Source: an optimization exercise on an open RTL-to-GDS flow (aim: small area, a short achievable clock period and few clock cycles). Production flows keep margins and buffers that such runs may drop.
The RTL was checked by simulation tests, not by an equivalence proof against the original design.
No activity file was given, so power comes from the tool's default toggle rates.

==> xenon: inputs <==
Design fwd_core_top, start of the top module:
module fwd_core_top (
    input  logic               clk_i,
    input  logic               arst_n_i,
    input  isa_pkg::instr_t    instr_i,
    input  logic               instr_valid_i,
    output logic               stall_o,
    output logic               cache_req_o,
    output isa_pkg::word_t     cache_addr_o,
    input  isa_pkg::word_t     cache_data_i,
    input  logic               cache_hit_i,
    output logic               wb_en_o,
    output isa_pkg::reg_addr_t wb_addr_o,
    output isa_pkg::word_t     wb_data_o
);
==> module exec_pipeline, before the edit <==
module exec_pipeline (
    input  logic               clk_i,
    input  logic               arst_n_i,
    input  logic               issue_i,
    input  logic               d_alu_i,
    input  logic               d_mul_i,
    input  logic               d_ld_i,
    input  logic               d_wr_i,
    input  isa_pkg::reg_addr_t d_rd_i,
    input  isa_pkg::word_t     opa_i,
    input  isa_pkg::word_t     opb_i,
    input  isa_pkg::word_t     cache_data_i,
    input  logic               cache_hit_i,
    output logic               cache_req_o,
    output isa_pkg::word_t     cache_addr_o,
    output logic               freeze_o,
    output logic               e_wr_o,
    output logic               e_alu_o,
    output isa_pkg::reg_addr_t e_rd_o,
    output isa_pkg::word_t     e_sum_o,
    output logic               x2_wr_o,
    output logic               x2_alu_o,
    output logic               x2_mul_o,
    output logic               x2_ld_o,
    output isa_pkg::reg_addr_t x2_rd_o,
    output isa_pkg::word_t     x2_sum_o,
    output isa_pkg::word_t     x2_prod_o,
    output logic               wb_en_o,
    output isa_pkg::reg_addr_t wb_addr_o,
    output isa_pkg::word_t     wb_data_o,
    output isa_pkg::reg_addr_t w_rd_o,
    output isa_pkg::word_t     w_data_o
);
    localparam int MW = 122;
    logic               e_alu_q, e_mul_q, e_ld_q, e_wr_q;
    isa_pkg::reg_addr_t e_rd_q;
    isa_pkg::word_t     opa_q, opb_q, sum;
    logic [MW-1:0]      mul_d, mul_q;
    logic               x2_alu_q, x2_mul_q, x2_ld_q, x2_wr_q;
    isa_pkg::reg_addr_t x2_rd_q;
    isa_pkg::word_t     x2_q, prod;
    logic               wb_v_q;
    isa_pkg::reg_addr_t wb_rd_q, wbo_rd_q;
    isa_pkg::word_t     wb_q, wbo_q;
    logic               freeze;
    assign sum    = opa_q + opb_q;
    assign freeze = x2_ld_q && !cache_hit_i;
    mul_s1 mul_s1_i (.a_i(opa_q), .b_i(opb_q), .r(mul_d));
    mul_s2 mul_s2_i (.r(mul_q), .p_o(prod));
    always_ff @(posedge clk_i or negedge arst_n_i) begin
        if (!arst_n_i) begin
            e_alu_q  <= 1'b0;
            e_mul_q  <= 1'b0;
            e_ld_q   <= 1'b0;
            e_wr_q   <= 1'b0;
            x2_alu_q <= 1'b0;
            x2_mul_q <= 1'b0;
            x2_ld_q  <= 1'b0;
            x2_wr_q  <= 1'b0;
            wb_v_q   <= 1'b0;
        end else begin
            if (!freeze) begin
                e_alu_q  <= issue_i && d_alu_i;
                e_mul_q  <= issue_i && d_mul_i;
                e_ld_q   <= issue_i && d_ld_i;
                e_wr_q   <= issue_i && d_wr_i;
                x2_alu_q <= e_alu_q;
                x2_mul_q <= e_mul_q;
                x2_ld_q  <= e_ld_q;
                x2_wr_q  <= e_wr_q;
            end
            wb_v_q <= x2_wr_q && !freeze;
        end
    end
    always_ff @(posedge clk_i) begin
        if (!freeze) begin
            e_rd_q  <= d_rd_i;
            opa_q   <= opa_i;
            opb_q   <= opb_i;
            x2_rd_q <= e_rd_q;
            x2_q    <= sum;
        end
        mul_q   <= mul_d;
        wb_rd_q <= x2_rd_q;
        wb_q    <= x2_mul_q ? prod : x2_ld_q ? cache_data_i : x2_q;
        if (x2_wr_q && !freeze) begin
            wbo_rd_q <= x2_rd_q;
            wbo_q    <= x2_mul_q ? prod : x2_ld_q ? cache_data_i : x2_q;
        end
    end
    assign cache_req_o  = x2_ld_q;
    assign cache_addr_o = x2_q;
    assign freeze_o     = freeze;
    assign e_wr_o       = e_wr_q;
    assign e_alu_o      = e_alu_q;
    assign e_rd_o       = e_rd_q;
    assign e_sum_o      = sum;
    assign x2_wr_o      = x2_wr_q;
    assign x2_alu_o     = x2_alu_q;
    assign x2_mul_o     = x2_mul_q;
    assign x2_ld_o      = x2_ld_q;
    assign x2_rd_o      = x2_rd_q;
    assign x2_sum_o     = x2_q;
    assign x2_prod_o    = prod;
    assign wb_en_o      = wb_v_q;
    assign wb_addr_o    = wbo_rd_q;
    assign wb_data_o    = wbo_q;
    assign w_rd_o       = wb_rd_q;
    assign w_data_o     = wb_q;
endmodule
==> flow/config.mk <==
export PLATFORM = sky130hd
export DESIGN_NAME = fwd_core_top
export DESIGN_NICKNAME = fwd_core_top
export VERILOG_FILES = /design/flow/design.v
export SDC_FILE = /design/flow/constraint.sdc
export NUM_CORES = 4
export LEC_CHECK = 0
export CAP_MARGIN = 20
export CORE_MARGIN = 2
export CORE_UTILIZATION = 40
export SLEW_MARGIN = 20
==> flow/constraint.sdc <==
create_clock -name core_clock -period 12.0 [get_ports {clk_i}]
set_input_delay 2.4000 -clock core_clock [delete_from_list [all_inputs] [get_ports {clk_i}]]
set_output_delay 2.4000 -clock core_clock [all_outputs]
set_load 0.01 [all_outputs]
standard.sh (not shown) runs the stock make flow with config.mk's settings and CLKGATE_MAP_FILE= SYNTH_SCRIPT=/design/flow/synth_recipe.tcl, a recipe that flattens the netlist after the stock synthesis.
==> flow/flow/run.sh <==
#!/bin/bash
# The standard layout (standard.sh: ORFS from synthesis to finish) with
# these changes to how it is made:
#  - repair_timing is asked for extra setup slack, so it sizes and buffers
#    the paths that set the achieved period;
#  - Yosys leaves full adders to ABC instead of mapping them to fa cells
#    (ADDER_MAP_FILE empty); registers are untouched;
#  - the port buffers are buf_4 cells, and sizing may change a cell's footprint.
# Each ORFS step logs to orfs/logs/...; make's whole output goes to standard.log.
set -uo pipefail
bash standard.sh SETUP_SLACK_MARGIN=8.2 ADDER_MAP_FILE= MATCH_CELL_FOOTPRINT=0 \
    "BUFFER_PORTS_ARGS=-buffer_cell sky130_fd_sc_hd__buf_4" finish > standard.log 2>&1
==> inputs of garnet, as changes to xenon <==
--- a/flow/design.v
+++ b/flow/design.v
@@ -128,21 +128,25 @@
             wb_v_q <= x2_wr_q && !freeze;
         end
     end
+    always_ff @(posedge clk_i or negedge arst_n_i) begin
+        if (!arst_n_i) begin
+            x2_q <= '0;
+        end else if (!freeze) begin
+            x2_q <= sum;
+        end
+    end
     always_ff @(posedge clk_i) begin
         if (!freeze) begin
             e_rd_q  <= d_rd_i;
             opa_q   <= opa_i;
             opb_q   <= opb_i;
             x2_rd_q <= e_rd_q;
-            x2_q    <= sum;
         end
         mul_q   <= mul_d;
         wb_rd_q <= x2_rd_q;
         wb_q    <= x2_mul_q ? prod : x2_ld_q ? cache_data_i : x2_q;
-        if (x2_wr_q && !freeze) begin
-            wbo_rd_q <= x2_rd_q;
-            wbo_q    <= x2_mul_q ? prod : x2_ld_q ? cache_data_i : x2_q;
-        end
+        wbo_rd_q <= x2_wr_q ? x2_rd_q : '0;
+        wbo_q    <= x2_wr_q ? (x2_mul_q ? prod : x2_ld_q ? cache_data_i : x2_q) : '0;
     end
     assign cache_req_o  = x2_ld_q;
     assign cache_addr_o = x2_q;
--- a/flow/flow/run.sh
+++ b/flow/flow/run.sh
@@ -8,5 +8,5 @@
 #  - the port buffers are buf_4 cells, and sizing may change a cell's footprint.
 # Each ORFS step logs to orfs/logs/...; make's whole output goes to standard.log.
 set -uo pipefail
-bash standard.sh SETUP_SLACK_MARGIN=8.2 ADDER_MAP_FILE= MATCH_CELL_FOOTPRINT=0 \
+bash standard.sh SETUP_SLACK_MARGIN=8.1 ADDER_MAP_FILE= MATCH_CELL_FOOTPRINT=0 \
     "BUFFER_PORTS_ARGS=-buffer_cell sky130_fd_sc_hd__buf_4" finish > standard.log 2>&1
==> inputs of raven, as changes to xenon <==
--- a/flow/design.v
+++ b/flow/design.v
@@ -128,21 +128,25 @@
             wb_v_q <= x2_wr_q && !freeze;
         end
     end
+    always_ff @(posedge clk_i or negedge arst_n_i) begin
+        if (!arst_n_i) begin
+            x2_q <= '0;
+        end else if (!freeze) begin
+            x2_q <= sum;
+        end
+    end
     always_ff @(posedge clk_i) begin
         if (!freeze) begin
             e_rd_q  <= d_rd_i;
             opa_q   <= opa_i;
             opb_q   <= opb_i;
             x2_rd_q <= e_rd_q;
-            x2_q    <= sum;
         end
         mul_q   <= mul_d;
         wb_rd_q <= x2_rd_q;
         wb_q    <= x2_mul_q ? prod : x2_ld_q ? cache_data_i : x2_q;
-        if (x2_wr_q && !freeze) begin
-            wbo_rd_q <= x2_rd_q;
-            wbo_q    <= x2_mul_q ? prod : x2_ld_q ? cache_data_i : x2_q;
-        end
+        wbo_rd_q <= x2_wr_q ? x2_rd_q : '0;
+        wbo_q    <= x2_wr_q ? (x2_mul_q ? prod : x2_ld_q ? cache_data_i : x2_q) : '0;
     end
     assign cache_req_o  = x2_ld_q;
     assign cache_addr_o = x2_q;
==> flow/flow/run.sh (replaced) <==
#!/bin/bash
# The standard layout (standard.sh: ORFS from synthesis to finish) with
# these changes to how it is made:
#  - repair_timing is asked for extra setup slack, so it sizes and buffers
#    the paths that set the achieved period;
#  - the port buffers are buf_4 cells, and sizing may change a cell's footprint.
# Each ORFS step logs to orfs/logs/...; make's whole output goes to standard.log.
set -uo pipefail
bash standard.sh SETUP_SLACK_MARGIN=8.1 MATCH_CELL_FOOTPRINT=0 \
    "BUFFER_PORTS_ARGS=-buffer_cell sky130_fd_sc_hd__buf_4" finish > standard.log 2>&1
==> comparison table <==
                                                               garnet            raven             xenon
Routed vias                                                      64200            61900             63500
Final setup skew                                             0.0586 ns        0.0681 ns         0.0402 ns
Status                                                  finished clean   finished clean    finished clean
Width of the die                                                437 um           436 um            435 um
Adder-cell share of the synthesized area                        0.0443            0.126            0.0444
Area inside the core boundary                              186000 um^2      185000 um^2       185000 um^2
Overall track demand over capacity in global routing             0.341            0.357             0.335
Layout cell share with drive strength beyond 1                   0.153            0.164             0.181
Part of the Yosys area used for sequential elements              0.526            0.529             0.537
Endpoint of the worst-slack reg-to-reg timing path    exec_i.opb_q[28]  exec_i.opb_q[2]  exec_i.opb_q[31]
Storage cell area                                           39500 um^2       39500 um^2        40000 um^2
Worst slack at placement                                       7.30 ns          7.05 ns           6.73 ns
Total net switching power                                      6.62 mW          2.67 mW           3.38 mW
Testbench counts of xenon, summed over its fixed seeds: cycles 6,337.
Testbench counts of garnet, summed over its fixed seeds: cycles 6,337.
Testbench counts of raven, summed over its fixed seeds: cycles 6,337.

[separate check: timing with driven ports]
In the flow no input, the clock included, has a driving cell. The finished layouts below were timed again as built, in two steps. Step 1, drivers: a clkbuf_16 drives clk_i and a buf_2 each remaining input, both assumed. Step 2 moves the port delays by t, midway between the first and last clock arrival at a register: inputs arrive t later, outputs are due t later. That takes back most of the time a late clock gives input paths. Three values: no drivers, after step 1, after step 2; two values: the first two.
run	t, ns	setup slack, ns	hold WS [ns]	worst slew at a driven data input, ns
xenon	0.909	8.014 / 7.926 / 7.389	0.396 / 0.396 / 0.396	0.19
garnet	0.890	7.783 / 7.783 / 7.509	0.400 / 0.400 / 0.400	0.21
raven	0.895	7.710 / 7.710 / 7.458	0.472 / 0.472 / 0.472	0.11
After both steps setup and hold are still met in every run listed. The setup slack of xenon, which loses most, moves by -0.088 ns with the drivers and by -0.625 ns with both steps.
